Background: an optimization exercise with open tools, aiming at small area and a short achievable clock period. Do not read the settings as production practice. Where RTL was checked, it was by simulation tests only, not by an equivalence proof against the original. For run 1, only the layout was checked, not whether the RTL still works. Power and IR drop assume default switching activity.

`config.mk`:
```
export PLATFORM = sky130hd
export DESIGN_NAME = mem_responder
export DESIGN_NICKNAME = mem_responder
export VERILOG_FILES = /design/flow/design.v
export SDC_FILE = /design/flow/constraint.sdc
export NUM_CORES = 4
export LEC_CHECK = 0
export ABC_AREA = 1
export CAP_MARGIN = 20
export CELL_PAD_IN_SITES_DETAIL_PLACEMENT = 1
export CELL_PAD_IN_SITES_GLOBAL_PLACEMENT = 2
export CORE_MARGIN = 2
export CORE_UTILIZATION = 30
export SETUP_SLACK_MARGIN = 2.6
export SLEW_MARGIN = 20
export SYNTH_HIERARCHICAL = 1
export SYNTH_MINIMUM_KEEP_SIZE = 0
```
`constraint.sdc`:
```
create_clock -name core_clock -period 5.0 [get_ports {clock}]
set_input_delay 1.0000 -clock core_clock [delete_from_list [all_inputs] [get_ports {clock}]]
set_output_delay 1.0000 -clock core_clock [all_outputs]
set_load 0.01 [all_outputs]
```
`design.v`:
```
module mr_aoi22 (input logic a, b, c, d, output logic y);
  assign y = ~((a & b) | (c & d));
endmodule
module mr_nand4 (input logic a, b, c, d, output logic y);
  assign y = ~(a & b & c & d);
endmodule
module mr_oai21 (input logic a, b, c, output logic y);
  assign y = ~((a | b) & c);
endmodule
module mr_nor2 (input logic a, b, output logic y);
  assign y = ~(a | b);
endmodule
module mr_sel8 (input logic [7:0] d, input logic [7:0] s, output logic y);
  logic [3:0] n;
  for (genvar j = 0; j < 4; j++) begin : g_a
    mr_aoi22 u_a (.a(d[2*j]), .b(s[2*j]), .c(d[2*j+1]), .d(s[2*j+1]), .y(n[j]));
  end
  mr_nand4 u_o (.a(n[0]), .b(n[1]), .c(n[2]), .d(n[3]), .y(y));
endmodule
module mem_responder #(
  parameter int ADDR_BITS  = 6,
  parameter int RD_LATENCY = 1
) (
  input  logic                 clock,
  input  logic                 reset,
  input  logic [31:0]          Address,
  input  logic                 Wr,
  input  logic [31:0]          Datain,
  output logic [31:0]          Dataout,
  output logic                 rd_valid,
  output logic                 addr_err,
  input  logic                 ld_en,
  input  logic [ADDR_BITS-1:0] ld_addr,
  input  logic [31:0]          ld_data,
  output logic                 ld_clash
);
  localparam int ROWS = 1 << (ADDR_BITS - 2);
  localparam int RB   = ADDR_BITS - 2;
  localparam int NH   = ROWS / 8;    
  logic [7:0] bank [4][ROWS];
  function automatic logic [4*ROWS-1:0] row_selects(input logic [RB-1:0] row, input logic [1:0] off);
    logic [ROWS-1:0] dec;
    logic [ROWS-1:0] dec_nx;
    for (int r = 0; r < ROWS; r++) begin
      dec[r]    = (row == RB'(r));
      dec_nx[r] = (row == RB'(r - 1));
    end
    for (int b = 0; b < 4; b++)
      row_selects[b*ROWS +: ROWS] = (2'(b) < off) ? dec_nx : dec;
  endfunction
  logic [3:0][ROWS-1:0] rd_sel;
  logic [3:0][3:0]      rot_sel;    
  logic [31:0]          rd_word;
  assign rd_sel = row_selects(Address[ADDR_BITS-1:2], Address[1:0]);
  always_comb begin
    for (int k = 0; k < 4; k++)
      for (int b = 0; b < 4; b++)
        rot_sel[k][b] = (Address[1:0] == 2'(b - k));
  end
  logic [7:0] part [4][NH];
  for (genvar b = 0; b < 4; b++) begin : g_bank
    for (genvar h = 0; h < NH; h++) begin : g_half
      for (genvar i = 0; i < 8; i++) begin : g_bit
        logic [7:0] d;
        for (genvar r = 0; r < 8; r++) begin : g_row
          assign d[r] = bank[b][8*h+r][i];
        end
        mr_sel8 u_sel (.d(d), .s(rd_sel[b][8*h +: 8]), .y(part[b][h][i]));
      end
    end
  end
  for (genvar k = 0; k < 4; k++) begin : g_lane
    for (genvar i = 0; i < 8; i++) begin : g_bit
      logic [3:0] t;
      for (genvar b = 0; b < 4; b++) begin : g_b
        if (NH == 2) begin : g_two
          mr_oai21 u_t (.a(part[b][0][i]), .b(part[b][1][i]), .c(rot_sel[k][b]), .y(t[b]));
        end else begin : g_any
          logic any;
          always_comb begin
            any = 1'b0;
            for (int h = 0; h < NH; h++) any = any | part[b][h][i];
          end
          assign t[b] = ~(any & rot_sel[k][b]);
        end
      end
      mr_nand4 u_o (.a(t[0]), .b(t[1]), .c(t[2]), .d(t[3]), .y(rd_word[31-8*k-7+i]));
    end
  end
  logic                 wr_cpu;
  logic                 n_reset;
  logic [3:0][ROWS-1:0] ld_sel;
  logic [3:0][ROWS-1:0] wr_sel;
  logic [3:0][7:0]      wr_byte;
  logic [3:0][7:0]      wd_sel;     
  assign wr_cpu  = ~ld_en & Wr;
  assign n_reset = ~reset;
  assign ld_sel  = row_selects(ld_addr[ADDR_BITS-1:2], ld_addr[1:0]);
  for (genvar b = 0; b < 4; b++) begin : g_wen
    for (genvar r = 0; r < ROWS; r++) begin : g_row
      logic n;
      mr_aoi22 u_a (.a(ld_en), .b(ld_sel[b][r]), .c(wr_cpu), .d(rd_sel[b][r]), .y(n));
      mr_nor2  u_e (.a(n), .b(n_reset), .y(wr_sel[b][r]));
    end
  end
  always_comb begin
    for (int b = 0; b < 4; b++)
      for (int k = 0; k < 4; k++) begin
        wd_sel[b][2*k]   = ld_en & (ld_addr[1:0] == 2'(b - k));
        wd_sel[b][2*k+1] = ~ld_en & (Address[1:0] == 2'(b - k));
      end
  end
  for (genvar b = 0; b < 4; b++) begin : g_wd
    for (genvar i = 0; i < 8; i++) begin : g_bit
      logic [7:0] d;
      for (genvar k = 0; k < 4; k++) begin : g_lane
        assign d[2*k]   = ld_data[31-8*k-7+i];
        assign d[2*k+1] = Datain[31-8*k-7+i];
      end
      mr_sel8 u_sel (.d(d), .s(wd_sel[b]), .y(wr_byte[b][i]));
    end
  end
  always_ff @(posedge clock) begin
    for (int b = 0; b < 4; b++)
      for (int r = 0; r < ROWS; r++)
        if (wr_sel[b][r]) bank[b][r] <= wr_byte[b];
  end
  always_ff @(posedge clock or negedge reset) begin
    if (!reset) begin
      Dataout  <= '0;
      addr_err <= 1'b0;
      rd_valid <= 1'b0;
      ld_clash <= 1'b0;
    end else begin
      Dataout  <= rd_word;
      addr_err <= (Address[31:ADDR_BITS] != '0);
      rd_valid <= 1'b1;
      ld_clash <= ld_en & Wr;
    end
  end
endmodule
```
`flow/run.sh`:
```
#!/bin/bash
# Own layout flow: the standard ORFS flow, with
#  - extra ORFS make variables from flow/make_vars.txt (one NAME=VALUE per line).
# Every tool's output goes to ORFS's own logs (orfs/logs/...) and the make output to flow_make.log.
set -euo pipefail
W=$(pwd)
F=$W/flow
{
  echo "proc abc {args} {"
  echo "  set i [lsearch -exact \$args -script]"
  echo "  if {\$i >= 0} { lset args [expr {\$i + 1}] {$F/abc.script} }"
  echo "  yosys abc {*}\$args"
  echo "}"
  cat "$W/synth_recipe.tcl"
} > "$W/own_synth.tcl"
vars=("SYNTH_SCRIPT=$W/own_synth.tcl")
if [[ -f $F/make_vars.txt ]]; then
  while IFS= read -r line; do
    [[ -z $line || $line == \#* ]] && continue
    vars+=("$line")
  done < "$F/make_vars.txt"
fi
bash "$W/standard.sh" "${vars[@]}" finish > "$W/flow_make.log" 2>&1
```
`flow/abc.script`:
```
strash
dch
map
topo
stime -c
```
`flow/make_vars.txt`:
```
MATCH_CELL_FOOTPRINT=0
BUFFER_PORTS_ARGS=-buffer_cell sky130_fd_sc_hd__buf_2
```
`standard.sh`:
```
#!/bin/bash
# synth_recipe.tcl (not shown) runs the flow's synth.tcl, then flattens the netlist and writes it again
# the make line also repeats each setting of config.mk as NAME=value (left out here)
make -C /OpenROAD-flow-scripts/flow DESIGN_CONFIG=/design/flow/config.mk WORK_HOME=/design/flow/orfs CLKGATE_MAP_FILE= SYNTH_SCRIPT=/design/flow/synth_recipe.tcl "${@:-finish}"
```
==> flow_summary.ini, run 1 <==
[synthesis]
ys_warn_count = 10
cells_after_synth = 1620
avgSynthCellArea_sq_um = 14.0
ys_seq_area_share_pct = 71.5
synthesis.area_sq_um = 22700
syn-num-nets = 1726
synth.ff_latch_count = 547
synth.lib_cells_used.distinct = 12

[grt]
grt_usage_pct = 23.4
antenna_found_initial = 5
first_global_vias = 18300
pin_count_of_the_biggest_net_entering_global_routing = 52
grt.busiest_layer = met2
globalRouteMet2Util_pct = 38.2
first_pass_grt_wire_length_mm = 133
globalRoute.totalOverflow = 0
grt.met3_usage_pct = 2.94
gr-usage-met1_pct = 33.2

[timing]
timing.final.setup_violations = 0
fin_crit_sh_pct = 53.2
max_freq_mhz = 376
relSlewSlack_pct = 36.0
timing.final.hold_violations = 0
worstMarginPinSlew_ns = 0.959
fin_skew_ns = 0.0318
timing_max_transition_violations_final = 0
setup_tns_ns = 0
unrepaired_setup_endpoints_after_global_routing = yes
period_needed_ns = 2.66

[clock_tree]
clkTransAtPathRegs_ns = 0.06
cts_hold_buffers = 0
clock-sinks = 547
cts-buffers-inserted = 59
clk_path_buf_depth = 3
cts_tree = yes
worst_skew_pair_later_pin_latency_ns = 0.65
ctsHtreeMaxLevel = 2
ctsRootBufferMaster = clkbuf_16

[run_status]
status = no timing/DRC/antenna violations

[drt]
routed_via_density = 5.88
detailroute.via_count = 18300
avgRoutedWirePerCell_um = 30.4
detailedRoute.firstIterationViolations = 1798
drt_first_pass_iters = 6
detail_route.wirelength_mm = 94.7
detail-route-antenna-nets = 0
post-route-drc-count = 0

[final_layout]
drive_gt1_share_pct = 33.1
final_nets = 2201
layout.cell_area.non_filler_sq_um = 30700
nFillCells = 7680
area_occupied_by_multi_input_gates_sq_um = 7540
syn2layout_area_growth_pct = 34.9
seqCellArea_sq_um = 16300

[pwr]
pwr_density_cell_nw_per_um2 = 368
p_leak_uw = 0.00975
vdd.ir_drop.worst_mv = 0.323

[floorplanning]
design.portCount = 141
fp.dieW_um = 279
core-area_sq_um = 74700
placementRows = 100
dieArea_sq_um = 78000
start_util_pct = 30.4
dieHeight_um = 279

[critical_path]
cp-start-kind = input pin
worst_setup_path_end_kind = flop
cp_num_buf_inv = 3
critical-path-top-delay-family = buffers and inverters
critPathMaxStageDelay_ns = 0.69
worst-path-max-fanout = 25
worst-endpoint-arrival_ns = 2.94
classification_of_the_worst_setup_path = input pin to flop
cpMaxStageDelayCell = clkinvlp_4
critPathRequiredTime_ns = 5.28
crit_chain = buf_2, clkinvlp_4, buf_12, nor2_2

[place]
port_buffers = 140
hpwlAfterDp_mm = 63.3
gpl.final_weighted_congestion = 0.865
cell_area_reported_after_detailed_placement_sq_um = 25600

[flow_run]
max_cap_viol_count = 0

[worst_hold_path]
holdCritPathClass = input pin to asynchronous set/reset pin
[per-module statistics from Yosys (local to each module, per instance), excerpt]
module / times used / flip-flops and latches / cell area, sq um
mr_aoi22: 448 / 0 / 7.51
mem_responder: 1 / 547 / 17700
mr_nand4: 128 / 0 / 6.26
mr_oai21: 128 / 0 / 5.00
mr_nor2: 64 / 0 / 3.75
[metrics by stage]
step | hold WS, ns | instances | power [uW] | worst slack, ns | utilization (%)
6_report | 0.601 | 3117 | 11300 | 2.34 | 41.1
5_1_grt | 0.631 | 3114 | 11600 | 2.30 | 41.1
4_1_cts | 0.587 | 3059 | 11300 | 2.40 | 39.6
3_5_place_dp | 0.709 | 2812 | 6530 | 1.01 | 34.2
3_3_place_gp | 0.695 | 2812 | 6500 | 1.08 | 34.2
2_1_floorplan | 0.621 | 1620 | 5850 | 1.89 | -
[final timing paths]
| path | start | end | slack [ns] | cells after the start |
|---|---|---|---|---|
| max reg2reg | bank[10][1] | Dataout[1] | 3.45 | 4 |
| min in group core_clock | Address[26] | addr_err | 0.63 | 5 |
| max in group asynchronous | reset | Dataout[9] | 4.01 | 2 |
| max | reset | bank[13][6] | 2.34 | 4 |
| min | reset | addr_err | 0.60 | 2 |
| min reg2reg | bank[35][6] | Dataout[14] | 0.73 | 4 |
[cell families after synthesis]
family,after synthesis,synth area share (%)
AND/OR/NAND/NOR,354,7.55
AO/OA/AOI/OAI,650,19.2
buffers and inverters,46,0.759
multiplexers,22,0.968
other,1,0.0165
flip-flops,547,71.5
[cell type report]
class	count	share of cell area [%]
inverter	46	0.857
multi-input combinational	1033	24.6
sequential	547	53.0
tap	969	3.95
clock buffer	73	5.05
antenna	3	0.0245
clock inverter	38	1.49
timing repair inverter	9	0.196
timing repair buffer	399	10.9
[sequential cells by signal, indices dropped and copies added, names as in the netlist]
signal and count:
bank 512, rd_valid 1, ld_clash 1, addr_err 1, Dataout 32
[layout by cell type (no fill, tap or decap), types with 6 or more instances in the layout]
cell,instances
o21ai_1,71
o21ai_0,96
nor2_4,39
buf_4,187
buf_2,135
clkbuf_1,13
edfxtp_1,512
o21ai_4,21
nand2_2,10
nand4_1,132
bufinv_16,9
o21ai_2,16
nand2_1,46
a22oi_1,403
nor3_4,6
clkinv_1,31
buf_6,32
dfrtp_1,35
clkinv_2,12
a22oi_2,45
clkbuf_16,63
nand2_4,11
nand3_1,37
mux2i_1,18
clkinvlp_4,33
nor2_1,38
nor2_2,31
buf_12,37
[synthesized netlist by cell type, drive strengths merged]
cell type	number	area [sq um]
nand3	40	200
conb	1	3.75
o21ai	202	1010
edfxtp	512	15400
nor3	7	35.0
clkinv	46	173
dfrtp	35	876
a22oi	448	3360
nand2	70	263
nor2	105	394
mux2i	22	220
nand4	132	826
[worst reg2reg max path, stage by stage (launching register included)]
cell	delay (ns)
edfxtp_1	0.37
a22oi_1	0.37
nand4_1	0.33
o21ai_1	0.25
nand4_1	0.13
[layer usage]
layer | routed length [um] | part of all wire (%)
met5 | 32 | 0.034
met4 | 2380 | 2.5
met3 | 6380 | 6.7
met2 | 44600 | 47
met1 | 41400 | 44
[repair_timing]
action | in CTS | in global routing
cloned | 9 | 13
endpoints found under the setup margin | 1056 | 878
resized for setup | 178 | 181
pin swaps | 83 | 64
setup buffers | 127 | 42
[power breakdown]
group          switching, uW  internal, uW  leakage [uW]
registers               58.3          5260       0.00481
logic                    966           462       0.00396
clock network           1870          2670      0.000974
==> inputs of run 2 (changes only) <==
--- a/design.v
+++ b/design.v
@@ -6,9 +6,6 @@
 endmodule
 module mr_oai21 (input logic a, b, c, output logic y);
   assign y = ~((a | b) & c);
-endmodule
-module mr_nor2 (input logic a, b, output logic y);
-  assign y = ~(a | b);
 endmodule
 module mr_sel8 (input logic [7:0] d, input logic [7:0] s, output logic y);
   logic [3:0] n;
@@ -38,12 +35,13 @@
   localparam int RB   = ADDR_BITS - 2;
   localparam int NH   = ROWS / 8;    
   logic [7:0] bank [4][ROWS];
-  function automatic logic [4*ROWS-1:0] row_selects(input logic [RB-1:0] row, input logic [1:0] off);
+  function automatic logic [4*ROWS-1:0] row_selects(input logic [RB-1:0] row, input logic [1:0] off,
+                                                     input logic en);
     logic [ROWS-1:0] dec;
     logic [ROWS-1:0] dec_nx;
     for (int r = 0; r < ROWS; r++) begin
-      dec[r]    = (row == RB'(r));
-      dec_nx[r] = (row == RB'(r - 1));
+      dec[r]    = en & (row == RB'(r));
+      dec_nx[r] = en & (row == RB'(r - 1));
     end
     for (int b = 0; b < 4; b++)
       row_selects[b*ROWS +: ROWS] = (2'(b) < off) ? dec_nx : dec;
@@ -51,7 +49,7 @@
   logic [3:0][ROWS-1:0] rd_sel;
   logic [3:0][3:0]      rot_sel;    
   logic [31:0]          rd_word;
-  assign rd_sel = row_selects(Address[ADDR_BITS-1:2], Address[1:0]);
+  assign rd_sel = row_selects(Address[ADDR_BITS-1:2], Address[1:0], 1'b1);
   always_comb begin
     for (int k = 0; k < 4; k++)
       for (int b = 0; b < 4; b++)
@@ -87,22 +85,18 @@
       mr_nand4 u_o (.a(t[0]), .b(t[1]), .c(t[2]), .d(t[3]), .y(rd_word[31-8*k-7+i]));
     end
   end
-  logic                 wr_cpu;
-  logic                 n_reset;
+  logic                 ld_go;
+  logic                 cpu_go;
   logic [3:0][ROWS-1:0] ld_sel;
+  logic [3:0][ROWS-1:0] cpu_sel;
   logic [3:0][ROWS-1:0] wr_sel;
   logic [3:0][7:0]      wr_byte;
   logic [3:0][7:0]      wd_sel;     
-  assign wr_cpu  = ~ld_en & Wr;
-  assign n_reset = ~reset;
-  assign ld_sel  = row_selects(ld_addr[ADDR_BITS-1:2], ld_addr[1:0]);
-  for (genvar b = 0; b < 4; b++) begin : g_wen
-    for (genvar r = 0; r < ROWS; r++) begin : g_row
-      logic n;
-      mr_aoi22 u_a (.a(ld_en), .b(ld_sel[b][r]), .c(wr_cpu), .d(rd_sel[b][r]), .y(n));
-      mr_nor2  u_e (.a(n), .b(n_reset), .y(wr_sel[b][r]));
-    end
-  end
+  assign ld_go   = reset & ld_en;
+  assign cpu_go  = reset & ~ld_en & Wr;
+  assign ld_sel  = row_selects(ld_addr[ADDR_BITS-1:2], ld_addr[1:0], ld_go);
+  assign cpu_sel = row_selects(Address[ADDR_BITS-1:2], Address[1:0], cpu_go);
+  assign wr_sel  = ld_sel | cpu_sel;
   always_comb begin
     for (int b = 0; b < 4; b++)
       for (int k = 0; k < 4; k++) begin
--- a/config.mk
+++ b/config.mk
@@ -11,6 +11,7 @@
 export CELL_PAD_IN_SITES_GLOBAL_PLACEMENT = 2
 export CORE_MARGIN = 2
 export CORE_UTILIZATION = 30
+export CTS_BUF_LIST = sky130_fd_sc_hd__clkbuf_8
 export SETUP_SLACK_MARGIN = 2.6
 export SLEW_MARGIN = 20
 export SYNTH_HIERARCHICAL = 1
==> flow_summary.ini, run 2 <==
[synthesis]
yosysMostFrequentCell = edfxtp_1
synth_ff_type = edfxtp_1
ys_seq_area_share_pct = 70.3
avgSynthCellArea_sq_um = 14.2
synth_top_area_share_pct = 66.6
most_instantiated_cells_after_synthesis = edfxtp_1, a22oi_1, nand4_1
synth_async_sr_flop_share_pct = 6.40
syn-num-nets = 1729
synth_area_leader = edfxtp_1
synthTopCellsByArea = edfxtp_1, a22oi_1, nand4_1
ys_warn_count = 10
synth.lib_cells_used.distinct = 17
synth-edff-count = 512
cells_after_synth = 1623
synthesis.area_sq_um = 23100
synth.ff_latch_count = 547

[grt]
first_pass_grt_wire_length_mm = 135
antenna_found_initial = 9
globalRoute.totalOverflow = 0
pin_count_of_the_biggest_net_entering_global_routing = 67
grt_usage_pct = 23.4
first_global_vias = 18900

[clock_tree]
cts-buffers-inserted = 92
clock-sinks = 547
worst_skew_pair_later_pin_latency_ns = 0.69
ctsRootBufferMaster = clkbuf_8
cts_tree = yes
clkTransAtPathRegs_ns = 0.06
clk_path_buf_depth = 3
ctsHtreeMaxLevel = 3

[critical_path]
crit_chain = buf_2, and2b_2, nand2_1, o22ai_2
critPathMaxStageDelay_ns = 0.72
classification_of_the_worst_setup_path = input pin to flop
rr_worst_depth = 5
cp_num_buf_inv = 1
worstSetupStartpoint = ld_addr[2]
r2r_slack_ns = 3.52
worstReg2RegStart = bank[60][0]
critPathRequiredTime_ns = 5.33
crit-reg2reg-capture = Dataout[8]
endpoint = bank[54][6]
cp-start-kind = input pin
cpMaxStageDelayCell = and2b_2
worst-path-max-fanout = 26
critical-path-top-delay-family = simple AND/OR/NAND/NOR gates
critical_path_cell_count = 4
worst-endpoint-arrival_ns = 2.77
worst_setup_path_end_kind = flop

[timing]
timing.final.setup_violations = 0
unrepaired_setup_endpoints_after_global_routing = yes
relSlewSlack_pct = 43.5
fin_skew_ns = 0.0262
max_freq_mhz = 410
worstMarginPinSlew_ns = 0.847
period_needed_ns = 2.44
setup_tns_ns = 0
timing_max_transition_violations_final = 0
timing.final.hold_violations = 0
fin_crit_sh_pct = 48.8

[floorplanning]
fp.dieW_um = 281
design.portCount = 141
start_util_pct = 30.4
placementRows = 101
dieHeight_um = 281
dieArea_sq_um = 79200
core-area_sq_um = 76100

[run_status]
status = no timing/DRC/antenna violations

[drt]
avgRoutedWirePerCell_um = 29.7
detail_route.wirelength_mm = 94.4
post-route-drc-count = 0
routed_via_density = 5.96
drt_first_pass_iters = 6
detailedRoute.firstIterationViolations = 1826
detailroute.via_count = 19000
detail-route-antenna-nets = 0

[pwr]
p_leak_uw = 0.00952
pwr_density_cell_nw_per_um2 = 351
vdd.ir_drop.worst_mv = 0.156

[worst_hold_path]
holdCritPathClass = input pin to asynchronous set/reset pin

[final_layout]
final_common_cell = edfxtp_1
syn2layout_area_growth_pct = 29.1
largest_reg_flops = 512
drive_gt1_share_pct = 28.0
final_nets = 2182
biggestRegsByFlops = bank x512, Dataout x32
most-common-layout-cells = edfxtp_1, a22oi_1, nand4_1
layout.cell_area.non_filler_sq_um = 29800
registers.top_by_ff_count = bank

[flow_run]
max_cap_viol_count = 0

[place]
hpwlAfterDp_mm = 62.2
port_buffers = 140
cell_area_reported_after_detailed_placement_sq_um = 26100
gpl.final_weighted_congestion = 0.842
==> run 2: cell types whose count changed after synthesis, sizes merged, moves of 21 or more <==
| cell | change |
|---|---|
| nand4 | +200 |
| nor2 | -73 |
| a22oi | -64 |
| o21ai | -49 |
| clkinv | -24 |
| nand2 | -21 |
==> run 2: through the flow <==
| stage | cells | utilization [%] | hold WS [ns] | power [uW] | setup slack, ns |
|---|---|---|---|---|---|
| 2_1_floorplan | 1623 | - | 0.621 | 5870 | 2.08 |
| 3_3_place_gp | 2880 | 34.2 | 0.724 | 6530 | 0.637 |
| 3_5_place_dp | 2881 | 34.2 | 0.730 | 6560 | 0.649 |
| 4_1_cts | 3156 | 38.3 | 0.183 | 10500 | 2.57 |
| 5_1_grt | 3180 | 39.2 | 0.204 | 10900 | 2.53 |
| 6_report | 3181 | 39.2 | 0.234 | 10500 | 2.56 |
==> run 2: layout make-up <==
cell class	count	area [sq um]
fill	7946	46300
sequential	547	16300
multi-input combinational	1063	7650
timing repair buffer	350	2760
clock buffer	94	1290
tap	1030	1290
clock inverter	73	434
inverter	22	135
antenna	2	5.00
==> run 2: Yosys stat by module, one instance, submodules excluded, excerpt <==
module | flip-flops and latches | cell area (sq um) | cells | times used
mr_nand4 | 0 | 6.26 | 1 | 128
mr_oai21 | 0 | 5.00 | 1 | 128
mr_aoi22 | 0 | 7.51 | 1 | 384
mem_responder | 547 | 18800 | 983 | 1
==> run 2: kinds of logic after synthesis <==
family	after synthesis	share of synthesized area, %
AO/OA/AOI/OAI	546	16.1
buffers and inverters	22	0.357
flip-flops	547	70.3
multiplexers	30	1.30
other	1	0.0162
AND/OR/NAND/NOR	477	11.9
==> run 2: worst min-delay path by stage <==
stage                       to  slack [ns]  depth (start not counted)
detailed placement  Dataout[4]        0.73                          4
global placement    Dataout[7]        0.72                          4
finish                ld_clash        0.23                          1
global route          ld_clash        0.20                          1
floorplan           Dataout[0]        0.62                          4
CTS                   ld_clash        0.18                          1
==> run 2: timing repair <==
item / in CTS / in global routing
resized for setup: 99 / 82
gates cloned: 8 / 2
hold buffers: 0 / 0
setup endpoints to repair: 896 / 658
setup buffers: 100 / 21
hold endpoints to repair: 0 / 0
pin swaps: 76 / 19
==> run 2: report_power, final <==
part | total [uW] | switching (uW) | internal [uW] | leakage (uW)
Combinational | 1360 | 953 | 404 | 0.00371
Clock | 3780 | 1820 | 1960 | 0.000988
Sequential | 5320 | 56.6 | 5270 | 0.00481
Total | 10500 | 2830 | 7630 | 0.00952
==> run 2: metal layers <==
metal  GRT usage, %  vias to the layer above  wire (um)
met2           37.4                      901      43800
met5              0                        -         59
met3           5.47                      175       7680
met4           7.42                       10       2760
li1               -                     8066          -
met1           31.6                     9821      40100
==> run 2: worst register-to-register path, delay by kind of cell (launching register included) <==
family	cells	cell delay, ns
buf+inv	1	0.18
flops	1	0.36
compound gates	2	0.54
simple gates	2	0.27
==> inputs of run 3 (changes only) <==
--- a/config.mk
+++ b/config.mk
@@ -12,7 +12,9 @@
 export CORE_MARGIN = 2
 export CORE_UTILIZATION = 30
 export CTS_BUF_LIST = sky130_fd_sc_hd__clkbuf_8
-export SETUP_SLACK_MARGIN = 2.6
+export CTS_CLUSTER_DIAMETER = 80
+export CTS_CLUSTER_SIZE = 16
+export SETUP_SLACK_MARGIN = 2.8
 export SLEW_MARGIN = 20
 export SYNTH_HIERARCHICAL = 1
 export SYNTH_MINIMUM_KEEP_SIZE = 0
==> flow_summary.ini, run 3 <==
[flow_run]
max_cap_viol_count = 0

[synthesis]
ys_seq_area_share_pct = 70.3
synth_ff_type = edfxtp_1
synth.lib_cells_used.distinct = 17
synthesis.area_sq_um = 23100
synth.ff_latch_count = 547
synth_top_area_share_pct = 66.6
synthTopCellsByArea = edfxtp_1, a22oi_1, nand4_1
synth_async_sr_flop_share_pct = 6.40
yosysMostFrequentCell = edfxtp_1
syn-num-nets = 1729
ys_warn_count = 10
avgSynthCellArea_sq_um = 14.2
synth_area_leader = edfxtp_1
cells_after_synth = 1623
most_instantiated_cells_after_synthesis = edfxtp_1, a22oi_1, nand4_1
synth-edff-count = 512

[drt]
drt_first_pass_iters = 6
routed_via_density = 6.03
detail-route-antenna-nets = 0
post-route-drc-count = 0
detail_route.wirelength_mm = 95.4
avgRoutedWirePerCell_um = 29.9
detailroute.via_count = 19200
detailedRoute.firstIterationViolations = 1876

[grt]
antenna_found_initial = 4
first_pass_grt_wire_length_mm = 137
pin_count_of_the_biggest_net_entering_global_routing = 100
first_global_vias = 19500
globalRoute.totalOverflow = 0
grt_usage_pct = 23.6

[timing]
worstMarginPinSlew_ns = 0.918
unrepaired_setup_endpoints_after_global_routing = yes
setup_tns_ns = 0
max_freq_mhz = 435
timing.final.hold_violations = 0
relSlewSlack_pct = 38.7
timing.final.setup_violations = 0
fin_crit_sh_pct = 46.0
timing_max_transition_violations_final = 0
period_needed_ns = 2.30
fin_skew_ns = 0.0377
holdWs_ns = 0.262
setup_ws_ns = 2.70

[clock_tree]
ctsRootBufferMaster = clkbuf_8
clk_path_buf_depth = 3
clkTransAtPathRegs_ns = 0.10
worst_skew_pair_later_pin_latency_ns = 0.67
clock-sinks = 547
ctsHtreeMaxLevel = 2
cts_hold_buffers = 0
cts_tree = yes
cts-buffers-inserted = 41

[final_layout]
registers.top_by_ff_count = bank
largest_reg_flops = 512
most-common-layout-cells = edfxtp_1, nand4_1, a22oi_1
seqCellArea_sq_um = 16300
nFillCells = 7819
area_occupied_by_multi_input_gates_sq_um = 8370
syn2layout_area_growth_pct = 36.4
drive_gt1_share_pct = 34.8
final_nets = 2240
final_common_cell = edfxtp_1
biggestRegsByFlops = bank x512, Dataout x32
utilization_pct = 41.4

[floorplanning]
dieHeight_um = 281
dieArea_sq_um = 79200
design.portCount = 141
start_util_pct = 30.4
placementRows = 101
fp.dieW_um = 281
core-area_sq_um = 76100

[place]
hpwlAfterDp_mm = 62.1
port_buffers = 140
gpl.final_weighted_congestion = 0.827
placement.setup.worst_slack_ns = 0.838

[critical_path]
worst-path-max-fanout = 1
crit_chain = buf_2
critPathMaxStageDelay_ns = 0.46
cpMaxStageDelayCell = dfrtp_1
worst-endpoint-arrival_ns = 1.30
critical-path-top-delay-family = flip-flops
cp-start-kind = flop
classification_of_the_worst_setup_path = flop to primary output
critical_path_cell_count = 1
worst_setup_path_end_kind = primary output
rr_worst_depth = 4
critPathRequiredTime_ns = 4.00
cp_num_buf_inv = 1

[pwr]
vdd.ir_drop.worst_mv = 0.169
p_leak_uw = 0.00983
pwr_density_cell_nw_per_um2 = 293

[worst_hold_path]
holdCritPathClass = input pin to asynchronous set/reset pin

[run_status]
status = no timing/DRC/antenna violations
[run 3: cell counts after synthesis]
No cell type changed its count.
[run 3: cell type report]
cell class	instances	area share, %
clock buffer	44	1.92
inverter	22	0.465
antenna	1	0.00794
multi-input combinational	1065	26.6
sequential	547	51.6
timing repair inverter	1	0.0238
tap	1030	4.09
timing repair buffer	456	14.9
clock inverter	21	0.381
[run 3: logic make-up (layout without fill, tap and decap cells)]
family                 Yosys count  in the layout  synth area share (%)
DFF                            547            547                  70.3
AOI/OAI and AO/OA              546            546                  16.1
and+or+nand+nor                477            488                  11.9
muxes                           30             30                  1.30
buffers and inverters           22            544                 0.357
other                            1              2                0.0162
[run 3: final timing paths]
kind                       startpoint          end  slack, ns
max                        Dataout[3]   Dataout[3]       2.70
min                             reset     ld_clash       0.26
max reg2reg                bank[8][0]  Dataout[16]       3.57
min reg2reg                bank[3][1]   Dataout[1]       0.75
max in group asynchronous       reset   Dataout[8]       3.95
min in group core_clock            Wr     ld_clash       0.64
[run 3: repair_timing]
| item | in CTS | in global routing |
|---|---|---|
| pin swaps | 166 | 78 |
| setup endpoints to repair | 1091 | 706 |
| hold endpoints to repair | 0 | 0 |
| resized for setup | 220 | 220 |
| buffers inserted | 200 | 37 |
| gates cloned | 11 | 2 |
[run 3: modules after synthesis (local to each module, per instance), a selection]
module         cell area (sq um)  cells
mr_oai21                    5.00      1
mem_responder              18800    983
mr_aoi22                    7.51      1
mr_nand4                    6.26      1
[run 3: metrics by stage]
stage,instances,total power (uW),instance area [sq um]
2_1_floorplan,1623,5890,23500
3_3_place_gp,2870,6540,26100
3_5_place_dp,2871,6570,26200
4_1_cts,3147,9170,30300
5_1_grt,3187,9530,31500
6_report,3187,9220,31500
[run 3: routing by layer]
metal / global-route usage, % / vias to the layer above / share of wire, %
met1: 31.2 / 10100 / 42
met3: 3.92 / 175 / 6.8
met5: 0 / - / 0
met4: 7.79 / 0 / 3.3
li1: - / 8152 / -
met2: 39.3 / 829 / 48
[run 3: where the power goes]
part           internal (uW)  switching [uW]
Clock                    869            1460
Sequential              5260            78.7
Combinational            554            1000
Total                   6680            2540
==> inputs of run 4 (changes only) <==
--- a/config.mk
+++ b/config.mk
@@ -14,7 +14,7 @@
 export CTS_BUF_LIST = sky130_fd_sc_hd__clkbuf_8
 export CTS_CLUSTER_DIAMETER = 80
 export CTS_CLUSTER_SIZE = 16
-export SETUP_SLACK_MARGIN = 2.8
+export SETUP_SLACK_MARGIN = 2.4
 export SLEW_MARGIN = 20
 export SYNTH_HIERARCHICAL = 1
 export SYNTH_MINIMUM_KEEP_SIZE = 0
==> flow_summary.ini, run 4 <==
[synthesis]
synthesis.area_sq_um = 23100
synth_ff_type = edfxtp_1
synth.ff_latch_count = 547
ys_warn_count = 10
cells_after_synth = 1623
avgSynthCellArea_sq_um = 14.2
synthTopCellsByArea = edfxtp_1, a22oi_1, nand4_1
synth_async_sr_flop_share_pct = 6.40
ys_seq_area_share_pct = 70.3
most_instantiated_cells_after_synthesis = edfxtp_1, a22oi_1, nand4_1
synth_area_leader = edfxtp_1
yosysMostFrequentCell = edfxtp_1
syn-num-nets = 1729
synth_top_area_share_pct = 66.6
synth.lib_cells_used.distinct = 17
synth-edff-count = 512

[clock_tree]
clkTransAtPathRegs_ns = 0.10
clk_path_buf_depth = 3
ctsRootBufferMaster = clkbuf_8
clock-sinks = 547
cts-buffers-inserted = 41
worst_skew_pair_later_pin_latency_ns = 0.66
cts_hold_buffers = 0
cts_tree = yes
ctsHtreeMaxLevel = 2

[final_layout]
final_nets = 2112
layout.cell_area.non_filler_sq_um = 28500
registers.top_by_ff_count = bank
syn2layout_area_growth_pct = 23.5
most-common-layout-cells = edfxtp_1, a22oi_1, nand4_1
drive_gt1_share_pct = 25.4
biggestRegsByFlops = bank x512, Dataout x32
largest_reg_flops = 512
final_common_cell = edfxtp_1
nFillCells = 8057
seqCellArea_sq_um = 16300
area_occupied_by_multi_input_gates_sq_um = 7610

[critical_path]
critPathRequiredTime_ns = 5.53
worst-path-max-fanout = 13
worst_setup_path_end_kind = flop
classification_of_the_worst_setup_path = input pin to flop
worst-endpoint-arrival_ns = 3.14
cp-start-kind = input pin

[drt]
routed_via_density = 6.01
detail_route.wirelength_mm = 91.1
detailedRoute.firstIterationViolations = 1899
detail-route-antenna-nets = 0
post-route-drc-count = 0
avgRoutedWirePerCell_um = 29.8
drt_first_pass_iters = 5
detailroute.via_count = 18400

[grt]
first_global_vias = 18200
pin_count_of_the_biggest_net_entering_global_routing = 65
globalRoute.totalOverflow = 0
grt_usage_pct = 22.5
first_pass_grt_wire_length_mm = 131
antenna_found_initial = 4

[floorplanning]
dieArea_sq_um = 79200
design.portCount = 141
placementRows = 101
fp.dieW_um = 281
dieHeight_um = 281
core-area_sq_um = 76100
start_util_pct = 30.4

[timing]
worstMarginPinSlew_ns = 0.946
period_needed_ns = 2.61
timing_max_transition_violations_final = 0
setup_tns_ns = 0
unrepaired_setup_endpoints_after_global_routing = yes
relSlewSlack_pct = 36.8
max_freq_mhz = 384
timing.final.hold_violations = 0
timing.final.setup_violations = 0
fin_crit_sh_pct = 52.1
fin_skew_ns = 0.0379

[pwr]
pwr_density_cell_nw_per_um2 = 312
p_leak_uw = 0.00884
power.share.sequential_pct = 59.7
vdd.ir_drop.worst_mv = 0.151
switching_share_pct = 27.5
internal_power_uw = 6450
power_frac_clock_pct = 25.5
switchingPower_uw = 2450
power.combinational.fraction_pct = 14.8

[flow_run]
max_cap_viol_count = 0

[place]
port_buffers = 140
cell_area_reported_after_detailed_placement_sq_um = 25900
gpl.final_weighted_congestion = 0.850
hpwlAfterDp_mm = 62.4

[worst_hold_path]
holdCritPathClass = input pin to asynchronous set/reset pin

[run_status]
status = no timing/DRC/antenna violations
run 4: worst max-delay path: stages:
cell and delay [ns]:
buf_2 0.20, and2b_4 0.29, buf_4 0.22, nand2_8 0.18, mux2i_1 0.10, buf_4 0.21
a22oi_1 0.22, nand4_1 0.29, o21ai_0 0.27, nand4_1 0.12
run 4: per-stage QoR:
stage | power, uW | hold WS [ns] | worst slack, ns | cells | util [%]
6_report | 8910 | 0.623 | 2.39 | 3060 | 37.5
5_1_grt | 9210 | 0.635 | 2.37 | 3060 | 37.5
4_1_cts | 8920 | 0.595 | 2.36 | 3014 | 36.4
3_5_place_dp | 6560 | 0.749 | 0.665 | 2872 | 34.1
3_3_place_gp | 6530 | 0.743 | 0.725 | 2872 | 34.1
2_1_floorplan | 5870 | 0.621 | 2.08 | 1623 | -
run 4: kinds of logic after synthesis:
group / count (synthesis) / share of synthesized area, %
flops: 547 / 70.3
compound gates: 546 / 16.1
other cells: 1 / 0.0162
simple gates: 477 / 11.9
buf+inv: 22 / 0.357
mux: 30 / 1.30
run 4: what timing repair did:
| action | in CTS | in global routing |
|---|---|---|
| endpoints found under the setup margin | 918 | 456 |
| cloned | 6 | 2 |
| gates resized for setup | 101 | 62 |
| pin swaps | 57 | 38 |
| buffers inserted | 70 | 43 |
run 4: power groups by stage:
stage | clock, uW | combinational [uW] | sequential, uW
floorplan | 0 | 454 | 5420
global placement | 0 | 1100 | 5430
detailed placement | 0 | 1130 | 5430
CTS | 2340 | 1260 | 5320
global route | 2480 | 1400 | 5330
finish | 2270 | 1310 | 5320
run 4: metal layers:
| metal | track usage, % | share of wire, % |
|---|---|---|
| met4 | 6.51 | 2.8 |
| met5 | 0 | 0.012 |
| met3 | 2.78 | 6.1 |
| met1 | 32.1 | 44 |
| met2 | 36.2 | 47 |
run 4: per-module statistics from Yosys, one instance, submodules excluded, a selection:
module,copies in the design,cells inside,flops+latches
mem_responder,1,983,547
mr_nand4,128,1,0
mr_oai21,128,1,0
mr_aoi22,384,1,0
run 4: area by class of cell:
cell class	instances	share of cell area, %
well taps	1030	4.52
diodes	1	0.00877
clock buffers	43	2.07
multi-input cells	1061	26.7
clock inverters	23	0.373
inverters	22	0.487
flip-flops and latches	547	57.0
repair buffers	333	8.87
run 4: final timing paths:
kind	to	depth (start not counted)	startpoint	slack [ns]
worst max-delay path	Dataout[9]	10	Address[3]	2.39
worst min-delay path	ld_clash	2	reset	0.62
worst max register to register	Dataout[13]	4	bank[32][5]	3.46
worst min register to register	Dataout[18]	4	bank[45][2]	0.76
max in group asynchronous	Dataout[21]	2	reset	4.01
min in group core_clock	addr_err	5	Address[26]	0.64
==> inputs of run 5 (changes only) <==
--- a/config.mk
+++ b/config.mk
@@ -14,7 +14,7 @@
 export CTS_BUF_LIST = sky130_fd_sc_hd__clkbuf_8
 export CTS_CLUSTER_DIAMETER = 80
 export CTS_CLUSTER_SIZE = 16
-export SETUP_SLACK_MARGIN = 2.4
+export SETUP_SLACK_MARGIN = 2.5
 export SLEW_MARGIN = 20
 export SYNTH_HIERARCHICAL = 1
 export SYNTH_MINIMUM_KEEP_SIZE = 0
==> flow_summary.ini, run 5 <==
[drt]
avgRoutedWirePerCell_um = 31.3
drt_first_pass_iters = 5
post-route-drc-count = 0
detailedRoute.firstIterationViolations = 2101
routed_via_density = 6.07
detail_route.wirelength_mm = 96.7
detail-route-antenna-nets = 0
detailroute.via_count = 18700

[grt]
antenna_found_initial = 9
pin_count_of_the_biggest_net_entering_global_routing = 100
grt_usage_pct = 24.0
first_pass_grt_wire_length_mm = 138
globalRoute.totalOverflow = 0
first_global_vias = 18500

[synthesis]
most_instantiated_cells_after_synthesis = edfxtp_1, a22oi_1, nand4_1
synth.lib_cells_used.distinct = 17
synth.ff_latch_count = 547
syn-num-nets = 1729
synth-edff-count = 512
synth_ff_type = edfxtp_1
synth_async_sr_flop_share_pct = 6.40
synthesis.area_sq_um = 23100
ys_seq_area_share_pct = 70.3
synthTopCellsByArea = edfxtp_1, a22oi_1, nand4_1
ys_warn_count = 10
synth_top_area_share_pct = 66.6
cells_after_synth = 1623
synth_area_leader = edfxtp_1
yosysMostFrequentCell = edfxtp_1
avgSynthCellArea_sq_um = 14.2

[clock_tree]
cts_tree = yes
ctsRootBufferMaster = clkbuf_8
cts_hold_buffers = 0
cts-buffers-inserted = 41
clk_path_buf_depth = 3
ctsHtreeMaxLevel = 2
clock-sinks = 547
clkTransAtPathRegs_ns = 0.11
worst_skew_pair_later_pin_latency_ns = 0.65

[critical_path]
critical-path-top-delay-family = buffers and inverters
critPathRequiredTime_ns = 5.51
critPathMaxStageDelay_ns = 0.30
cp_num_buf_inv = 5
worst-endpoint-arrival_ns = 3.01
cp-start-kind = input pin
cpMaxStageDelayCell = a22oi_1
classification_of_the_worst_setup_path = input pin to flop
worst_setup_path_end_kind = flop
worst-path-max-fanout = 14
crit_path_frequent_cell = buf_4
crit_chain = buf_6, clkinvlp_4, buf_4, buf_4, mux2i_4, a22oi_1, nand4_1, buf_4, o21ai_0, nand4_1

[place]
port_buffers = 140
hpwlAfterDp_mm = 65.2
dpl_cells = 2887
gpl.final_weighted_congestion = 0.865

[timing]
period_needed_ns = 2.50
max_freq_mhz = 400
worstMarginPinSlew_ns = 0.979
relSlewSlack_pct = 34.4
fin_crit_sh_pct = 50.1
fin_skew_ns = 0.0354
timing.final.hold_violations = 0
timing.final.setup_violations = 0
timing_max_transition_violations_final = 0
unrepaired_setup_endpoints_after_global_routing = yes
setup_tns_ns = 0

[floorplanning]
design.portCount = 141
start_util_pct = 30.4
fp.dieW_um = 281
dieHeight_um = 281
placementRows = 101
dieArea_sq_um = 79200
core-area_sq_um = 76100

[pwr]
vdd.ir_drop.worst_mv = 0.182
pwr_density_cell_nw_per_um2 = 310
p_leak_uw = 0.00899

[final_layout]
final_nets = 2140
most-common-layout-cells = edfxtp_1, a22oi_1, nand4_1
finished_layout_cells = 3088
nFillCells = 7963
final_common_cell = edfxtp_1
syn2layout_area_growth_pct = 25.8
registers.top_by_ff_count = bank
largest_reg_flops = 512
drive_gt1_share_pct = 28.2
biggestRegsByFlops = bank x512, Dataout x32

[run_status]
status = no timing/DRC/antenna violations

[flow_run]
max_cap_viol_count = 0

[worst_hold_path]
holdCritPathClass = input pin to asynchronous set/reset pin
==> run 5: power by group <==
part / leakage, uW / switching [uW] / internal [uW] / total [uW]
clock network: 0.000416 / 1470 / 808 / 2270
registers: 0.00481 / 77.6 / 5260 / 5330
logic: 0.00376 / 976 / 423 / 1400
==> run 5: logic make-up (layout without fill, tap and decap cells) <==
family	count (synthesis)	in the layout	share of synthesized area [%]
compound gates	546	546	16.1
mux	30	30	1.30
simple gates	477	486	11.9
other cells	1	4	0.0162
buf+inv	22	445	0.357
flops	547	547	70.3
==> run 5: worst paths after layout <==
check	from	endpoint	slack (ns)	depth (start not counted)
max	Address[1]	Dataout[19]	2.50	10
min	reset	ld_clash	0.63	2
max in group asynchronous	reset	Dataout[6]	4.05	2
min reg2reg	bank[3][4]	Dataout[4]	0.77	4
max reg2reg	bank[26][3]	Dataout[19]	3.53	5
min in group core_clock	Address[30]	addr_err	0.65	5
==> run 5: cell type report <==
type | instances | area, sq um | area share [%]
Clock buffer | 43 | 592 | 2.04
Timing Repair Buffer | 359 | 2860 | 9.85
Tap cell | 1030 | 1290 | 4.44
Antenna cell | 3 | 7.51 | 0.0258
Inverter | 22 | 135 | 0.465
Multi-Input combinational cell | 1063 | 7810 | 26.9
Sequential cell | 547 | 16300 | 55.9
Clock inverter | 21 | 104 | 0.357
==> run 5: repair_timing <==
item	CTS	global route
resized for setup	145	117
endpoints found under the setup margin	897	725
pin swaps	64	38
setup buffers	88	36
cloned	7	3
==> run 5: modules after synthesis (local to each module, per instance), a selection <==
| module | cells | area, sq um | copies in the design |
|---|---|---|---|
| mem_responder | 983 | 18800 | 1 |
| mr_oai21 | 1 | 5.00 | 128 |
| mr_nand4 | 1 | 6.26 | 128 |
| mr_aoi22 | 1 | 7.51 | 384 |
==> run 5: per-stage QoR <==
step | power (uW) | instance area, sq um | setup slack, ns | util, % | hold WS, ns
3_3_place_gp | 6570 | 26100 | 0.893 | 34.3 | 0.745
4_1_cts | 9010 | 28200 | 2.31 | 37.1 | 0.586
3_5_place_dp | 6600 | 26100 | 0.859 | 34.3 | 0.739
2_1_floorplan | 5870 | 23400 | 2.08 | - | 0.621
5_1_grt | 9320 | 29000 | 2.47 | 38.2 | 0.636
6_report | 9010 | 29100 | 2.50 | 38.2 | 0.629
==> run 5: layer usage <==
layer / track usage [%] / part of all wire, %
met5: 0 / 0.050
met4: 5.44 / 2.5
met3: 3.40 / 6.4
met2: 40.0 / 48
met1: 33.1 / 43
==> inputs of run 6 (changes only) <==
--- a/config.mk
+++ b/config.mk
@@ -14,7 +14,8 @@
 export CTS_BUF_LIST = sky130_fd_sc_hd__clkbuf_8
 export CTS_CLUSTER_DIAMETER = 80
 export CTS_CLUSTER_SIZE = 16
-export SETUP_SLACK_MARGIN = 2.5
+export SETUP_SLACK_MARGIN = 2.6
 export SLEW_MARGIN = 20
 export SYNTH_HIERARCHICAL = 1
 export SYNTH_MINIMUM_KEEP_SIZE = 0
+export TNS_END_PERCENT = 10
==> flow_summary.ini, run 6 <==
[drt]
detailroute.via_count = 18500
detailedRoute.firstIterationViolations = 1903
detail-route-antenna-nets = 0
detail_route.wirelength_mm = 93.9
drt_first_pass_iters = 8
avgRoutedWirePerCell_um = 30.4
post-route-drc-count = 0
routed_via_density = 6.00

[final_layout]
biggestRegsByFlops = bank x512, Dataout x32
drive_gt1_share_pct = 26.6
nFillCells = 7984
syn2layout_area_growth_pct = 25.0
final_nets = 2145
registers.top_by_ff_count = bank
most-common-layout-cells = edfxtp_1, a22oi_1, nand4_1
layout.cell_area.non_filler_sq_um = 28900
largest_reg_flops = 512
final_common_cell = edfxtp_1

[synthesis]
synth_area_leader = edfxtp_1
most_instantiated_cells_after_synthesis = edfxtp_1, a22oi_1, nand4_1
syn-num-nets = 1729
synth.lib_cells_used.distinct = 17
synthTopCellsByArea = edfxtp_1, a22oi_1, nand4_1
synth_ff_type = edfxtp_1
yosysMostFrequentCell = edfxtp_1
cells_after_synth = 1623
ys_seq_area_share_pct = 70.3
avgSynthCellArea_sq_um = 14.2
synth-edff-count = 512
synthesis.area_sq_um = 23100
synth_async_sr_flop_share_pct = 6.40
ys_warn_count = 10
synth_top_area_share_pct = 66.6
synth.ff_latch_count = 547

[timing]
timing.final.hold_violations = 0
max_freq_mhz = 376
setup_tns_ns = 0
setup_ws_ns = 2.34
fin_skew_ns = 0.0635
timing.final.setup_violations = 0
period_needed_ns = 2.66
fin_crit_sh_pct = 53.1
relSlewSlack_pct = 37.3
unrepaired_setup_endpoints_after_global_routing = yes
timing_max_transition_violations_final = 0
holdWs_ns = 0.619
worstMarginPinSlew_ns = 0.939

[critical_path]
cp-start-kind = input pin
worst-endpoint-arrival_ns = 2.96
worst-path-max-fanout = 20
classification_of_the_worst_setup_path = input pin to flop
critPathRequiredTime_ns = 5.30
worst_setup_path_end_kind = flop

[place]
cell_area_reported_after_detailed_placement_sq_um = 26100
hpwlAfterDp_mm = 64.7
port_buffers = 140
gpl.final_weighted_congestion = 0.872
placement.setup.worst_slack_ns = 0.693

[flow_run]
max_cap_viol_count = 0

[floorplanning]
design.portCount = 141
dieHeight_um = 281
start_util_pct = 30.4
core-area_sq_um = 76100
fp.dieW_um = 281
dieArea_sq_um = 79200
placementRows = 101

[grt]
globalRoute.totalOverflow = 0
first_pass_grt_wire_length_mm = 135
first_global_vias = 18800
pin_count_of_the_biggest_net_entering_global_routing = 67
antenna_found_initial = 8
grt_usage_pct = 23.4

[clock_tree]
ctsRootBufferMaster = clkbuf_8
worst_skew_pair_later_pin_latency_ns = 0.66
cts-buffers-inserted = 42
cts_tree = yes
clock-sinks = 547
clk_path_buf_depth = 3
ctsHtreeMaxLevel = 2
clkTransAtPathRegs_ns = 0.11
cts_hold_buffers = 0

[pwr]
vdd.ir_drop.worst_mv = 0.134
pwr_density_cell_nw_per_um2 = 315
p_leak_uw = 0.00895

[run_status]
status = no timing/DRC/antenna violations

[worst_hold_path]
holdCritPathClass = input pin to flop
==> run 6: area by class of cell <==
| type | count | area [sq um] | share of cell area, % |
|---|---|---|---|
| inverters | 22 | 128 | 0.442 |
| clock buffers | 42 | 578 | 2.00 |
| clock inverters | 23 | 171 | 0.594 |
| well taps | 1030 | 1290 | 4.46 |
| multi-input cells | 1061 | 7680 | 26.6 |
| repair buffers | 365 | 2770 | 9.58 |
| flip-flops and latches | 547 | 16300 | 56.3 |
| diodes | 1 | 2.50 | 0.00867 |
==> run 6: kinds of logic after synthesis <==
kind of cell	synth area share [%]
and+or+nand+nor	11.9
buffers and inverters	0.357
DFF	70.3
other	0.0162
AOI/OAI and AO/OA	16.1
muxes	1.30
==> run 6: modules after synthesis (local to each module, per instance), excerpt <==
module	copies in the design	flip-flops and latches	cell area [sq um]
mr_nand4	128	0	6.26
mr_oai21	128	0	5.00
mem_responder	1	547	18800
mr_aoi22	384	0	7.51
==> run 6: final timing paths <==
kind | slack (ns) | cells past startpoint | end | start
worst max-delay path | 2.34 | 6 | bank[11][2] | reset
worst min-delay path | 0.62 | 5 | addr_err | Address[18]
worst max register to register | 3.48 | 4 | Dataout[14] | bank[32][6]
worst min register to register | 0.72 | 4 | Dataout[0] | bank[37][0]
max in group asynchronous | 3.96 | 2 | Dataout[25] | reset
min in group asynchronous | 0.68 | 2 | ld_clash | reset
==> run 6: timing repair <==
action	CTS	global route
setup buffers	94	18
pin swaps	71	14
cloned	6	2
setup endpoints to repair	1013	1042
resized for setup	201	25
==> run 6: per-layer routing <==
metal  wire, um  GRT usage (%)
met5         51              0
met4       3490           7.39
met3       5840           3.41
met2      44500           38.9
met1      40000           31.5
==> run 6: power by group <==
group          switching [uW]  internal (uW)
Sequential               80.7           5260
Clock                    1480            903
Combinational             958            413
==> run 6: worst max-delay path, cell delays in order <==
cell     delay [ns]
buf_2          0.31
nand2_1        0.12
nor2_2         0.43
buf_4          0.40
nand3_1        0.12
nand4_1        0.54
==> run 6: through the flow <==
stage          utilization (%)  total power [uW]  cells
2_1_floorplan                -              5870   1623
3_3_place_gp              34.3              6570   2905
3_5_place_dp              34.3              6600   2905
4_1_cts                   37.4              9110   3070
5_1_grt                   37.9              9390   3091
6_report                  37.9              9090   3091
==> inputs of run 7 (changes only) <==
--- a/config.mk
+++ b/config.mk
@@ -6,7 +6,7 @@
 export NUM_CORES = 4
 export LEC_CHECK = 0
 export ABC_AREA = 1
-export CAP_MARGIN = 20
+export CAP_MARGIN = 5
 export CELL_PAD_IN_SITES_DETAIL_PLACEMENT = 1
 export CELL_PAD_IN_SITES_GLOBAL_PLACEMENT = 2
 export CORE_MARGIN = 2
@@ -15,7 +15,6 @@
 export CTS_CLUSTER_DIAMETER = 80
 export CTS_CLUSTER_SIZE = 16
 export SETUP_SLACK_MARGIN = 2.6
-export SLEW_MARGIN = 20
+export SLEW_MARGIN = 5
 export SYNTH_HIERARCHICAL = 1
 export SYNTH_MINIMUM_KEEP_SIZE = 0
-export TNS_END_PERCENT = 10
==> flow_summary.ini, run 7 <==
[run_status]
status = no timing/DRC/antenna violations

[critical_path]
rr_worst_depth = 5
crit_chain = buf_4, and2b_4, buf_4, nand2_8, mux2i_1, buf_4, a22oi_1, nand4_1, buf_4, o21ai_0, nand4_1
crit_path_frequent_cell = buf_4
worst_setup_path_end_kind = flop
worst-path-max-fanout = 8
critPathRequiredTime_ns = 5.52
r2r_slack_ns = 3.52
worst-endpoint-arrival_ns = 2.93
cp_num_buf_inv = 4
critPathMaxStageDelay_ns = 0.26
worstReg2RegStart = bank[60][5]
crit-reg2reg-capture = Dataout[5]
critical-path-top-delay-family = buffers and inverters
cpMaxStageDelayCell = and2b_4
classification_of_the_worst_setup_path = input pin to flop
cp-start-kind = input pin

[grt]
grt.busiest_layer = met2
grt_usage_pct = 23.1
grt.met3_usage_pct = 3.50
first_pass_grt_wire_length_mm = 133
globalRouteMet2Util_pct = 37.6
globalRoute.totalOverflow = 0
first_global_vias = 18500
antenna_found_initial = 7
gr-usage-met1_pct = 32.1
pin_count_of_the_biggest_net_entering_global_routing = 67

[synthesis]
synth.lib_cells_used.distinct = 17
synth_area_leader = edfxtp_1
yosysMostFrequentCell = edfxtp_1
avgSynthCellArea_sq_um = 14.2
synth.ff_latch_count = 547
syn-num-nets = 1729
cells_after_synth = 1623
synth_ff_type = edfxtp_1
ys_seq_area_share_pct = 70.3
ys_warn_count = 10
synthTopCellsByArea = edfxtp_1, a22oi_1, nand4_1
synth-edff-count = 512
synth_top_area_share_pct = 66.6
most_instantiated_cells_after_synthesis = edfxtp_1, a22oi_1, nand4_1
synthesis.area_sq_um = 23100
synth_async_sr_flop_share_pct = 6.40

[clock_tree]
ctsHtreeMaxLevel = 2
cts-buffers-inserted = 42
cts_hold_buffers = 0
clk_path_buf_depth = 3
ctsRootBufferMaster = clkbuf_8
clkTransAtPathRegs_ns = 0.10
clock-sinks = 547
worst_skew_pair_later_pin_latency_ns = 0.66
cts_tree = yes

[pwr]
vdd.ir_drop.worst_mv = 0.115
p_leak_uw = 0.00905
pwr_density_cell_nw_per_um2 = 308
finalPower_uw = 8980

[timing]
unrepaired_setup_endpoints_after_global_routing = yes
timing.final.hold_violations = 0
max_freq_mhz = 415
fin_crit_sh_pct = 48.2
timing.final.setup_violations = 0
fin_skew_ns = 0.0455
relSlewSlack_pct = 42.3
timing_max_transition_violations_final = 0
worstMarginPinSlew_ns = 0.865
period_needed_ns = 2.41
setup_tns_ns = 0

[drt]
detail-route-antenna-nets = 0
post-route-drc-count = 0
routed_via_density = 6.01
detail_route.wirelength_mm = 93.1
avgRoutedWirePerCell_um = 30.0
detailedRoute.firstIterationViolations = 1873
detailroute.via_count = 18600
drt_first_pass_iters = 6

[place]
hpwlAfterDp_mm = 62.3
gpl.final_weighted_congestion = 0.842
port_buffers = 140
dpl_cells = 2880

[final_layout]
area_occupied_by_multi_input_gates_sq_um = 7700
final_common_cell = edfxtp_1
largest_reg_flops = 512
drive_gt1_share_pct = 26.8
seqCellArea_sq_um = 16300
nFillCells = 7931
finished_layout_cells = 3104
biggestRegsByFlops = bank x512, Dataout x32
most-common-layout-cells = edfxtp_1, a22oi_1, nand4_1
syn2layout_area_growth_pct = 26.0
final_nets = 2153
registers.top_by_ff_count = bank

[floorplanning]
fp.dieW_um = 281
dieArea_sq_um = 79200
start_util_pct = 30.4
placementRows = 101
dieHeight_um = 281
core-area_sq_um = 76100
design.portCount = 141

[worst_hold_path]
holdCritPathClass = input pin to asynchronous set/reset pin

[flow_run]
max_cap_viol_count = 0
## run 7: worst max path at each step
stage | startpoint | end | slack, ns | cells after the start
after floorplan | Wr | bank[11][0] | 2.08 | 4
after global placement | Address[3] | Dataout[11] | 0.64 | 9
final | Address[3] | Dataout[27] | 2.59 | 11
after CTS | ld_en | bank[57][7] | 2.48 | 5
after global routing | Address[3] | Dataout[4] | 2.54 | 12
after detailed placement | Address[3] | Dataout[27] | 0.64 | 9
## run 7: power breakdown
part / switching (uW) / internal [uW] / total (uW) / leakage, uW
clock: 1480 / 815 / 2290 / 0.000415
sequential: 56.4 / 5250 / 5310 / 0.00481
combinational: 956 / 421 / 1380 / 0.00382
total: 2490 / 6490 / 8980 / 0.00905
## run 7: cell families (layout without fill, tap and decap cells)
logic type / count (synthesis) / in the layout / share of synthesized area (%)
buffers and inverters: 22 / 458 / 0.357
AND/OR/NAND/NOR: 477 / 486 / 11.9
multiplexers: 30 / 30 / 1.30
other: 1 / 7 / 0.0162
flip-flops: 547 / 547 / 70.3
AO/OA/AOI/OAI: 546 / 546 / 16.1
## run 7: layout make-up
type	count	area share, %
clock inverters	22	0.421
multi-input cells	1063	26.5
clock buffers	43	2.03
repair buffers	371	10.3
diodes	6	0.0516
inverters	22	0.490
well taps	1030	4.43
flip-flops and latches	547	55.8
## run 7: metrics by stage
stage	cell area, sq um	util (%)	setup WS, ns	hold WS [ns]
2_1_floorplan	23400	-	2.08	0.621
3_3_place_gp	26000	34.2	0.637	0.724
3_5_place_dp	26000	34.2	0.645	0.730
4_1_cts	28400	37.3	2.48	0.230
5_1_grt	29100	38.3	2.54	0.265
6_report	29100	38.3	2.59	0.280
## run 7: modules after synthesis (local to each module, per instance), excerpt
module         flops+latches  copies in the design
mr_aoi22                   0                   384
mr_nand4                   0                   128
mr_oai21                   0                   128
mem_responder            547                     1
## run 7: per-layer routing
metal / up-vias / wire length [um]
met5: - / 44
met4: 6 / 2750
met3: 160 / 6290
met2: 779 / 43700
met1: 9729 / 40300
li1: 7966 / -
## run 7: timing repair
action / in CTS / in global routing
gates resized for setup: 108 / 95
endpoints found under the setup margin: 976 / 728
pin swaps: 87 / 22
gates cloned: 8 / 1
setup buffers: 117 / 27
==> inputs of run 8 (changes only) <==
--- a/config.mk
+++ b/config.mk
@@ -6,7 +6,7 @@
 export NUM_CORES = 4
 export LEC_CHECK = 0
 export ABC_AREA = 1
-export CAP_MARGIN = 5
+export CAP_MARGIN = 20
 export CELL_PAD_IN_SITES_DETAIL_PLACEMENT = 1
 export CELL_PAD_IN_SITES_GLOBAL_PLACEMENT = 2
 export CORE_MARGIN = 2
@@ -15,6 +15,6 @@
 export CTS_CLUSTER_DIAMETER = 80
 export CTS_CLUSTER_SIZE = 16
 export SETUP_SLACK_MARGIN = 2.6
-export SLEW_MARGIN = 5
+export SLEW_MARGIN = 20
 export SYNTH_HIERARCHICAL = 1
 export SYNTH_MINIMUM_KEEP_SIZE = 0
==> flow_summary.ini, run 8 <==
[critical_path]
critPathRequiredTime_ns = 5.53
cp-start-kind = input pin
critPathMaxStageDelay_ns = 0.33
classification_of_the_worst_setup_path = input pin to flop
crit_path_frequent_cell = buf_4
worst-path-max-fanout = 8
crit_chain = buf_4, and2b_4, buf_4, nand2_8, mux2i_1, buf_4, a22oi_2, nand4_1, buf_4, o21ai_0, nand4_1
worst-endpoint-arrival_ns = 2.95
worst_setup_path_end_kind = flop
cp_num_buf_inv = 4
critical-path-top-delay-family = buffers and inverters
r2r_slack_ns = 3.50
cpMaxStageDelayCell = a22oi_2

[synthesis]
syn-num-nets = 1729
cells_after_synth = 1623
synth_area_leader = edfxtp_1
synthesis.area_sq_um = 23100
synth.lib_cells_used.distinct = 17
synth_async_sr_flop_share_pct = 6.40
synth_ff_type = edfxtp_1
synthTopCellsByArea = edfxtp_1, a22oi_1, nand4_1
ys_seq_area_share_pct = 70.3
most_instantiated_cells_after_synthesis = edfxtp_1, a22oi_1, nand4_1
synth-edff-count = 512
synth_top_area_share_pct = 66.6
synth.ff_latch_count = 547
avgSynthCellArea_sq_um = 14.2
yosysMostFrequentCell = edfxtp_1
ys_warn_count = 10

[final_layout]
final_nets = 2153
drive_gt1_share_pct = 27.1
finished_layout_cells = 3100
registers.top_by_ff_count = bank
seqCellArea_sq_um = 16300
area_occupied_by_multi_input_gates_sq_um = 7640
nFillCells = 7971
biggestRegsByFlops = bank x512, Dataout x32
final_common_cell = edfxtp_1
syn2layout_area_growth_pct = 25.8
most-common-layout-cells = edfxtp_1, a22oi_1, nand4_1
largest_reg_flops = 512

[floorplanning]
dieArea_sq_um = 79200
core-area_sq_um = 76100
placementRows = 101
start_util_pct = 30.4
fp.dieW_um = 281
dieHeight_um = 281
design.portCount = 141

[timing]
timing.final.setup_violations = 0
fin_crit_sh_pct = 48.5
worstMarginPinSlew_ns = 0.883
period_needed_ns = 2.42
relSlewSlack_pct = 41.1
timing.final.hold_violations = 0
max_freq_mhz = 412
setup_ws_ns = 2.58
timing_max_transition_violations_final = 0
fin_skew_ns = 0.0386
unrepaired_setup_endpoints_after_global_routing = yes
setup_tns_ns = 0

[clock_tree]
cts_hold_buffers = 0
clkTransAtPathRegs_ns = 0.10
clk_path_buf_depth = 3
clock-sinks = 547
ctsHtreeMaxLevel = 2
cts_tree = yes
cts-buffers-inserted = 43
ctsRootBufferMaster = clkbuf_8
worst_skew_pair_later_pin_latency_ns = 0.66

[drt]
detailroute.via_count = 18600
avgRoutedWirePerCell_um = 30.2
detail_route.wirelength_mm = 93.7
detailedRoute.firstIterationViolations = 1819
post-route-drc-count = 0
drt_first_pass_iters = 5
routed_via_density = 5.99
detail-route-antenna-nets = 0

[pwr]
p_leak_uw = 0.00905
pwr_density_cell_nw_per_um2 = 311
vdd.ir_drop.worst_mv = 0.126

[worst_hold_path]
holdCritPathClass = input pin to asynchronous set/reset pin

[grt]
first_global_vias = 18500
pin_count_of_the_biggest_net_entering_global_routing = 67
grt_usage_pct = 23.2
globalRoute.totalOverflow = 0
first_pass_grt_wire_length_mm = 134
antenna_found_initial = 7

[flow_run]
max_cap_viol_count = 0

[place]
dpl_cells = 2881
gpl.final_weighted_congestion = 0.842
hpwlAfterDp_mm = 62.2
port_buffers = 140
placement.setup.worst_slack_ns = 0.649

[run_status]
status = no timing/DRC/antenna violations
run 8: cell count changes in the layout (fill, tap and decap cells not counted), sizes merged:
| cell | previous run | this run |
|---|---|---|
| buf | 370 | 367 |
| clkbuf | 44 | 47 |
| clkinv | 12 | 11 |
| clkinvlp | 17 | 16 |
| diode | 6 | 2 |
| inv | 15 | 17 |
run 8: final timing paths:
check	end	from	depth (start not counted)
max in group asynchronous	Dataout[7]	reset	2
setup / recovery	Dataout[3]	Address[5]	11
hold reg to reg	Dataout[7]	bank[47][7]	4
setup reg to reg	Dataout[0]	bank[60][0]	5
hold / removal	ld_clash	reset	1
min in group core_clock	addr_err	Address[27]	5
run 8: logic make-up (layout without fill, tap and decap cells):
kind of cell	Yosys count	after routing	synth area share, %
buffers and inverters	22	458	0.357
multiplexers	30	30	1.30
AND/OR/NAND/NOR	477	486	11.9
other	1	3	0.0162
flip-flops	547	547	70.3
AO/OA/AOI/OAI	546	546	16.1
run 8: area by class of cell:
type / count / share of cell area [%]
sequential: 547 / 55.9
inverter: 22 / 0.478
antenna: 2 / 0.0172
clock inverter: 22 / 0.469
clock buffer: 44 / 2.08
timing repair buffer: 370 / 10.3
multi-input combinational: 1063 / 26.3
tap: 1030 / 4.44
run 8: power by group:
part / switching (uW) / total [uW] / internal, uW
logic: 955 / 1370 / 413
registers: 57.5 / 5310 / 5250
clock network: 1510 / 2350 / 844
run 8: through the flow:
step	instance area, sq um	hold WS, ns	power, uW	util, %
final	29100	0.272	9030	38.2
after global routing	29000	0.259	9350	38.2
after CTS	28400	0.231	9060	37.3
after detailed placement	26100	0.730	6560	34.2
after global placement	26000	0.724	6530	34.2
after floorplan	23400	0.621	5870	-
run 8: per-layer routing:
layer	wire length [um]	vias to the layer above	global-route usage (%)
met3	6820	150	3.97
met5	46	-	0
li1	-	7963	-
met4	2960	8	6.49
met2	43400	816	37.4
met1	40400	9647	32.2
run 8: modules after synthesis (local to each module, per instance), a selection:
module / area (sq um) / flops+latches / cells inside
mr_oai21: 5.00 / 0 / 1
mr_nand4: 6.26 / 0 / 1
mr_aoi22: 7.51 / 0 / 1
mem_responder: 18800 / 547 / 983
run 8: repair_timing:
item / in CTS / in global routing
gates cloned: 8 / 2
resized for setup: 111 / 89
pin swaps: 84 / 31
buffers inserted: 115 / 26
endpoints found under the setup margin: 960 / 772

==> afterwards: timing with drivers on the ports <==
How much do the figures lean on ideal ports? The routed layouts below were timed once more, with nothing changed but the port constraints.
Step 1: set_driving_cell puts a clkbuf_16 on clock and a buf_2 on each other input, an assumption about the parent block.
Step 2 moves the port delays by t, midway between the first and last clock arrival at a register: inputs arrive t later, outputs are due t later. That takes back most of the time a late clock gives input paths.
Slacks: no drivers / after step 1 / after step 2; pairs: no drivers / after step 1.
run | t (ns) | slack for setup (ns) | worst hold slack (ns) | worst setup path at the end | cell pins on the clock port's net
run 1 | 0.694 | 2.340 / 2.370 / 1.676 | 0.601 / 0.571 / 0.732 | input to register | 1
run 2 | 0.748 | 2.560 / 2.539 / 1.790 | 0.234 / 0.198 / 0.737 | input to register | 1
run 3 | 0.713 | 2.701 / 2.640 / 2.017 | 0.262 / 0.229 / 0.755 | input to register | 1
run 4 | 0.710 | 2.394 / 2.435 / 1.724 | 0.623 / 0.587 / 0.764 | input to register | 1
run 5 | 0.695 | 2.497 / 2.440 / 1.746 | 0.629 / 0.597 / 0.765 | input to register | 1
run 6 | 0.690 | 2.343 / 2.374 / 1.684 | 0.619 / 0.586 / 0.723 | input to register | 1
run 7 | 0.703 | 2.589 / 2.546 / 1.843 | 0.280 / 0.251 / 0.751 | input to register | 1
run 8 | 0.699 | 2.575 / 2.564 / 1.865 | 0.272 / 0.237 / 0.761 | input to register | 1
After both steps every run listed still meets setup and hold. The setup slack of run 2, which loses most, moves by -0.021 ns with the drivers and by -0.770 ns with both steps.
